This is an optimization exercise on Yosys and OpenROAD, whose aim is small area, not a production implementation. The RTL was checked by simulation tests, not by an equivalence proof against the original design. Power figures rest on the tool's default switching activity, not on a simulated workload.

## run.sh

```bash
#!/bin/bash
# synth_recipe.tcl (not shown) runs the flow's synth.tcl, then flattens the netlist and writes it again
# the make line also repeats each setting of config.mk as NAME=value (left out here)
make -C /OpenROAD-flow-scripts/flow DESIGN_CONFIG=/design/flow/config.mk WORK_HOME=/design/flow/orfs CLKGATE_MAP_FILE= SYNTH_SCRIPT=/design/flow/synth_recipe.tcl finish
```

## config.mk

```make
export PLATFORM = sky130hd
export DESIGN_NAME = mem_responder
export DESIGN_NICKNAME = mem_responder
export VERILOG_FILES = /design/flow/design.v
export SDC_FILE = /design/flow/constraint.sdc
export NUM_CORES = 4
export LEC_CHECK = 0
export CAP_MARGIN = 20
export CORE_MARGIN = 2
export CORE_UTILIZATION = 40
export SLEW_MARGIN = 20
```

## constraint.sdc

```tcl
create_clock -name core_clock -period 3.2 [get_ports {clock}]
set_input_delay 0.6400 -clock core_clock [delete_from_list [all_inputs] [get_ports {clock}]]
set_output_delay 0.6400 -clock core_clock [all_outputs]
set_load 0.01 [all_outputs]
```

## design.v

```verilog
package mem_pkg;
  localparam int DEF_DEPTH   = 64;
  localparam int DEF_LATENCY = 2;
  localparam int ADDR_W      = 32;
  localparam int WORD_W      = 32;
  localparam int CNT_W       = 4;
  typedef logic [1:0] state_t;
  localparam state_t ST_IDLE = 2'd0;
  localparam state_t ST_WAIT = 2'd1;
  localparam state_t ST_RESP = 2'd2;
  function automatic logic addr_err(input logic [ADDR_W-1:0] addr, input int unsigned depth);
    logic [ADDR_W-3:0] word_idx;
    word_idx = addr[ADDR_W-1:2];
    addr_err = (addr[1:0] != 2'b00) || ({2'b00, word_idx} >= depth);
  endfunction
endpackage
module word_ram #(
  parameter int DEPTH = mem_pkg::DEF_DEPTH,
  parameter int IDX_W = $clog2(mem_pkg::DEF_DEPTH)
) (
  input  logic              clock,
  input  logic              we,
  input  logic [IDX_W-1:0]  addr,
  input  logic [mem_pkg::WORD_W-1:0] wdata,
  output logic [mem_pkg::WORD_W-1:0] rdata
);
  logic [mem_pkg::WORD_W-1:0] mem [0:DEPTH-1];
  always_ff @(posedge clock) begin
    if (we) begin
      mem[addr] <= wdata;
    end
  end
  assign rdata = mem[addr];
endmodule
module mem_responder #(
  parameter int DEPTH   = mem_pkg::DEF_DEPTH,
  parameter int LATENCY = mem_pkg::DEF_LATENCY
) (
  input  logic              clock,
  input  logic              reset,
  input  logic              req_valid,
  input  logic              req_write,
  input  logic [mem_pkg::ADDR_W-1:0] req_addr,
  input  logic [mem_pkg::WORD_W-1:0] req_wdata,
  output logic              req_ready,
  output logic              resp_valid,
  output logic [mem_pkg::WORD_W-1:0] resp_rdata,
  output logic              resp_error
);
  localparam int IDX_W = $clog2(DEPTH);
  mem_pkg::state_t            state;
  logic [mem_pkg::CNT_W-1:0]  wait_cnt;
  logic              accept;
  logic              lat_write;
  logic              lat_err;
  logic [IDX_W-1:0]  lat_idx;
  logic [mem_pkg::WORD_W-1:0] lat_wdata;
  logic              commit;
  logic              c_write;
  logic              c_err;
  logic [IDX_W-1:0]  c_idx;
  logic [mem_pkg::WORD_W-1:0] c_wdata;
  logic              ram_we;
  logic [mem_pkg::WORD_W-1:0] ram_rdata;
  assign req_ready  = (state == mem_pkg::ST_IDLE);
  assign resp_valid = (state == mem_pkg::ST_RESP);
  assign accept     = req_valid && req_ready;
  always_ff @(posedge clock) begin
    if (accept) begin
      lat_write <= req_write;
      lat_err   <= mem_pkg::addr_err(req_addr, DEPTH);
      lat_idx   <= req_addr[IDX_W+1:2];
      lat_wdata <= req_wdata;
    end
  end
  always_comb begin
    commit  = (state == mem_pkg::ST_WAIT) && (wait_cnt == '0);
    c_write = lat_write;
    c_err   = lat_err;
    c_idx   = lat_idx;
    c_wdata = lat_wdata;
    if (LATENCY == 1) begin
      commit  = accept;
      c_write = req_write;
      c_err   = mem_pkg::addr_err(req_addr, DEPTH);
      c_idx   = req_addr[IDX_W+1:2];
      c_wdata = req_wdata;
    end
  end
  assign ram_we = commit && c_write && !c_err && !reset;
  word_ram #(
    .DEPTH (DEPTH),
    .IDX_W (IDX_W)
  ) u_word_ram (
    .clock (clock),
    .we    (ram_we),
    .addr  (c_idx),
    .wdata (c_wdata),
    .rdata (ram_rdata)
  );
  always_ff @(posedge clock) begin
    if (reset) begin
      state    <= mem_pkg::ST_IDLE;
      wait_cnt <= '0;
    end else begin
      case (state)
        mem_pkg::ST_IDLE: begin
          if (accept) begin
            if (LATENCY == 1) begin
              state <= mem_pkg::ST_RESP;
            end else begin
              state    <= mem_pkg::ST_WAIT;
              wait_cnt <= mem_pkg::CNT_W'(LATENCY - 2);
            end
          end
        end
        mem_pkg::ST_WAIT: begin
          if (wait_cnt == '0) begin
            state <= mem_pkg::ST_RESP;
          end else begin
            wait_cnt <= wait_cnt - 1'b1;
          end
        end
        mem_pkg::ST_RESP: state <= mem_pkg::ST_IDLE;
        default: state <= mem_pkg::ST_IDLE;
      endcase
    end
  end
  always_ff @(posedge clock) begin
    if (reset) begin
      resp_rdata <= '0;
      resp_error <= 1'b0;
    end else if (commit) begin
      resp_error <= c_err;
      if (c_err) begin
        resp_rdata <= '0;
      end else if (!c_write) begin
        resp_rdata <= ram_rdata;
      end
    end
  end
endmodule
```

==> run summary <==
[power groups by stage]
stage          Sequential [mW]  Combinational (mW)  Clock, mW
2_1_floorplan             31.6                2.54          0
3_3_place_gp              31.5                4.97          0
3_5_place_dp              31.5                5.01          0
4_1_cts                   30.9                5.02       24.4
5_1_grt                   30.9                5.19       25.4
6_report                  30.9                4.96       24.0
[placed cells by master, fill, tap and decap left out, types with 11 or more instances in the layout]
cell / n
nor2_4: 64
clkinv_2: 16
nand3_1: 43
mux2i_1: 153
o21ai_1: 20
buf_12: 113
edfxtp_1: 2088
clkinv_1: 33
nor2_1: 42
a211oi_1: 20
nor3_1: 13
nand2_1: 125
buf_4: 282
o22ai_1: 28
mux2_2: 17
dfxtp_1: 40
clkbuf_8: 15
bufinv_16: 11
clkdlybuf4s50_1: 102
a22oi_1: 80
nor4_1: 16
mux4_2: 479
nor2b_1: 22
a21oi_1: 62
clkbuf_1: 73
clkbuf_16: 212
o21ai_0: 14
a221oi_1: 17
[through the flow]
step                      hold slack [ps]  area, sq um  setup slack, ps   util
after floorplan                       467        81200             -429      -
after global placement                541        89500             93.5  0.443
after detailed placement              529        89500             62.8  0.443
after CTS                             283        96200             61.1  0.476
after global routing                  309        96200             26.8  0.476
final                                 341        96200              123  0.476
[registers in the layout (all words and copies together) (netlist names), named ones only]
signal	cells
u_word_ram.mem	2048
lat_wdata	32
resp_rdata	32
lat_idx	6
wait_cnt	4
state	2
lat_err	1
lat_write	1
resp_error	1
[layer usage]
layer	wire length, um	GRT usage
met1	91100	0.295
met2	111000	0.360
met3	13200	0.0274
met4	7620	0.0737
met5	13	0
[cell families (layout without fill, tap and decap cells)]
| group | Yosys count | count (layout) | share of synthesized area |
|---|---|---|---|
| AOI/OAI and AO/OA | 316 | 316 | 0.0270 |
| xor gates and xnor gates | 2 | 2 | 0.000216 |
| adders and majority gates | 1 | 1 | 0.000154 |
| buffers and inverters | 201 | 890 | 0.0119 |
| DFF | 2133 | 2133 | 0.784 |
| muxes | 651 | 651 | 0.154 |
| other | 0 | 2 | 0 |
| and+or+nand+nor | 387 | 387 | 0.0226 |
[worst max path at each step]
stage / from / endpoint / slack (ps) / cells after the start
after floorplan: wait_cnt[0] / u_word_ram.mem[63][0] / -430 / 7
after global placement: flop / resp_rdata[28] / 90 / 9
after detailed placement: flop / resp_rdata[28] / 60 / 9
after CTS: flop / resp_rdata[28] / 60 / 9
after global routing: flop / resp_rdata[28] / 30 / 9
final: flop / resp_rdata[9] / 120 / 10
[cell type report]
type	instances	share of cell area
inverter	7	0.000273
tap	2672	0.0348
multi-input combinational	1357	0.178
clock buffer	300	0.0602
clock inverter	86	0.00913
sequential	2133	0.662
antenna	2	0.0000520
timing repair buffer	497	0.0562
==> PnR_summary.wiki <==
{| class="wikitable"
! Metric !! Value
|-
| Final worst-path cycle share || 0.962
|-
| Power Density || 622 nW/um^2
|-
| Total of flip-flops plus latches after synthesis || 2133
|-
| Cell count of the worst reg-to-reg path || 10
|-
| Cell-internal power || 46.3 mW
|-
| Ys async rst share || 0
|-
| Slew HR || 0.305
|-
| Placer congestion estimate || 0.828
|-
| Combinational group share of total power || 0.083
|-
| Die ar. || 206000 sq um
|-
| Detailed-route vias per instance || 5.77
|-
| Max clock buf depth || 3
|-
| Worst min-delay path endpoint || lat_wdata[13]
|-
| Most numerous cell types in the synthesized netlist || 2088 x edfxtp_1, 479 x mux4_2, 153 x mux2i_1
|-
| Post-DP HPWL || 141000 um
|-
| Area of the core || 202000 sq um
|-
| Post-layout minimum cycle time || 3080 ps
|-
| Final-layout fill cell count || 16400
|-
| First-pass GRT wire length || 314000 um
|-
| Insertion delay of the later-clocked pin in the worst-skew pair || 860 ps
|-
| Count of H-tree levels built during CTS || 4
|-
| Via count || 40700
|-
| Setup slack on the worst flop-to-flop path || 120 ps
|-
| Number of standard cells after synthesis || 3691
|-
| GR Overflow Total || 0
|-
| Maximum number of pins on one net before global-route repair || 65
|-
| Post-synth net total || 3760
|-
| Dominant register cell in the synthesized netlist || edfxtp_1
|-
| Cell at the root of the clock tree || clkbuf_16
|-
| Number of global-route vias before repair || 40800
|-
| Data arrival time of the critical path || 3840 ps
|-
| Netlist area before placement || 81200 sq um
|-
| Net total in the final layout || 4277
|-
| Cell type with the largest total area after synthesis || edfxtp_1
|-
| Total chip power || 59.8 mW
|-
| Highest net fanout along the worst path || 28
|-
| Starting DRT DRC Count || 4804
|-
| Syn-to-layout area delta || 18.5%
|-
| Slew at the pin closest to its max-slew limit || 1040 ps
|-
| Number of setup violations in the final report || 0
|-
| Ranking of synthesized cells by area || edfxtp_1 77%, mux4_2 13%, mux2i_1 1.9%
|-
| Crit Path Class || reg2reg
|-
| Num ports || 103
|-
| Reported leakage power || 30.3 nW
|-
| Status || complete, no violations
|-
| Average instance area after synthesis || 22.0 sq um
|-
| TritonCTS clock tree || done
|-
| Buffers & Inverters on Critical Path || 4
|-
| FMAX || 0.325 GHz
|-
| Count of different cell masters after synthesis || 67
|-
| Aggregate global-route resource usage || 0.216
|-
| Cell-by-cell listing of the critical path || buf_12, buf_12, buf_12, and2_1, nand2_1, nor2_1, a221o_1, a211oi_1, buf_4, nor3_1
|-
| Peak supply drop || 599 uV
|-
| Number of hold-slack violations in the final timing report || 0
|-
| Endpoint of the worst-slack reg-to-reg timing path || resp_rdata[9]
|-
| Critical Path Source Type || flop
|-
| Row count || 165
|-
| Area used by multi-input combinational logic || 17100 sq um
|-
| Most numerous cell on the critical path || buf_12
|-
| Final Instance Count excl. Fillers || 7054
|-
| Number of setup buffers added after CTS || 0
|-
| Instance count after placement with tap cells included || 6666
|-
| Cells on Worst Hold Path || 1
|-
| Setup repair after global routing missed its margin || no
|-
| Slowest cell on the critical path || dfxtp_4
|-
| Number of pins exceeding their max-slew limit in the final report || 0
|-
| Hold-fix buffer count after cts || 0
|-
| HP Class || in2reg
|-
| Proportion of synthesized chip area in sequential cells || 0.784
|-
| Origin of the worst min-delay path || req_wdata[13]
|-
| Clock power share || 0.401
|-
| Total number of clock tree sinks || 2133
|-
| Max-cap check violation count || 0
|-
| Biggest cell delay along the critical path || 640 ps
|-
| Register area || 63600 sq um
|-
| Initial core utilization || 0.402
|-
| Count of input and output buffers || 102
|-
| Initial antenna violation count || 2
|-
| Seq pwr share || 0.516
|-
| Critical path endpoint category || flop
|-
| Family with the most delay on the worst path || simple AND/OR/NAND/NOR gates
|-
| Final total negative setup slack || 0 ps
|-
| Clock input transition at the sequential cells of the worst setup and hold paths || 60 ps
|-
| Wire length per cell after detailed routing || 31.7 um
|-
| TritonCTS Buffers || 212
|-
| Most common cell in the netlist || edfxtp_1
|-
| Required time of the critical path || 3960 ps
|-
| DRC violations left || 0
|-
| Die H || 454 um
|-
| P_sw || 13.5 mW
|-
| Resize count post-CTS || 0
|-
| Remaining antenna violation count || 0
|-
| Chip width || 454 um
|-
| Total Routed Length || 223000 um
|-
| Top-area cell type share of the netlist area || 0.773
|-
| Share of post-route cells with drive strength above 1 || 0.288
|-
| Switch share || 0.226
|-
| Post-synth EDFFs || 2088
|-
| Worst Clk Skew || 39.6 ps
|-
| Synth warnings || 2
|-
| First-pass iteration count of the detailed router || 5
|}

==> afterwards: timing with drivers on the ports <==
The flow's constraints put no driver on any port. The routed layout listed below was extracted and timed again, unchanged, in two steps. Step 1 (the two cells are an assumption about what drives the block):
set clk [get_ports {clock}]
set_driving_cell -lib_cell sky130_fd_sc_hd__clkbuf_16 $clk
set_driving_cell -lib_cell sky130_fd_sc_hd__buf_2 [delete_from_list [all_inputs] $clk]
Step 2 times the ports against the registers' clock, not the clock port: input delays grow and output delays shrink by t, the midpoint of the rising clock arrivals with the driver on. Slacks: no drivers / after step 1 / after step 2; pairs: no drivers / after step 1.
t (ns): 0.915
setup slack, ns: 0.123 / 0.123 / 0.123
hold slack, ns: 0.341 / 0.291 / 0.523
slew at the worst register clock pin (ns): 0.07 / 0.07
worst data-port slew with drivers (ns): 0.05
After both steps setup and hold are still met in this run. For this run, drivers alone change the setup slack by 0.000 ns; drivers and shift together by 0.000 ns.
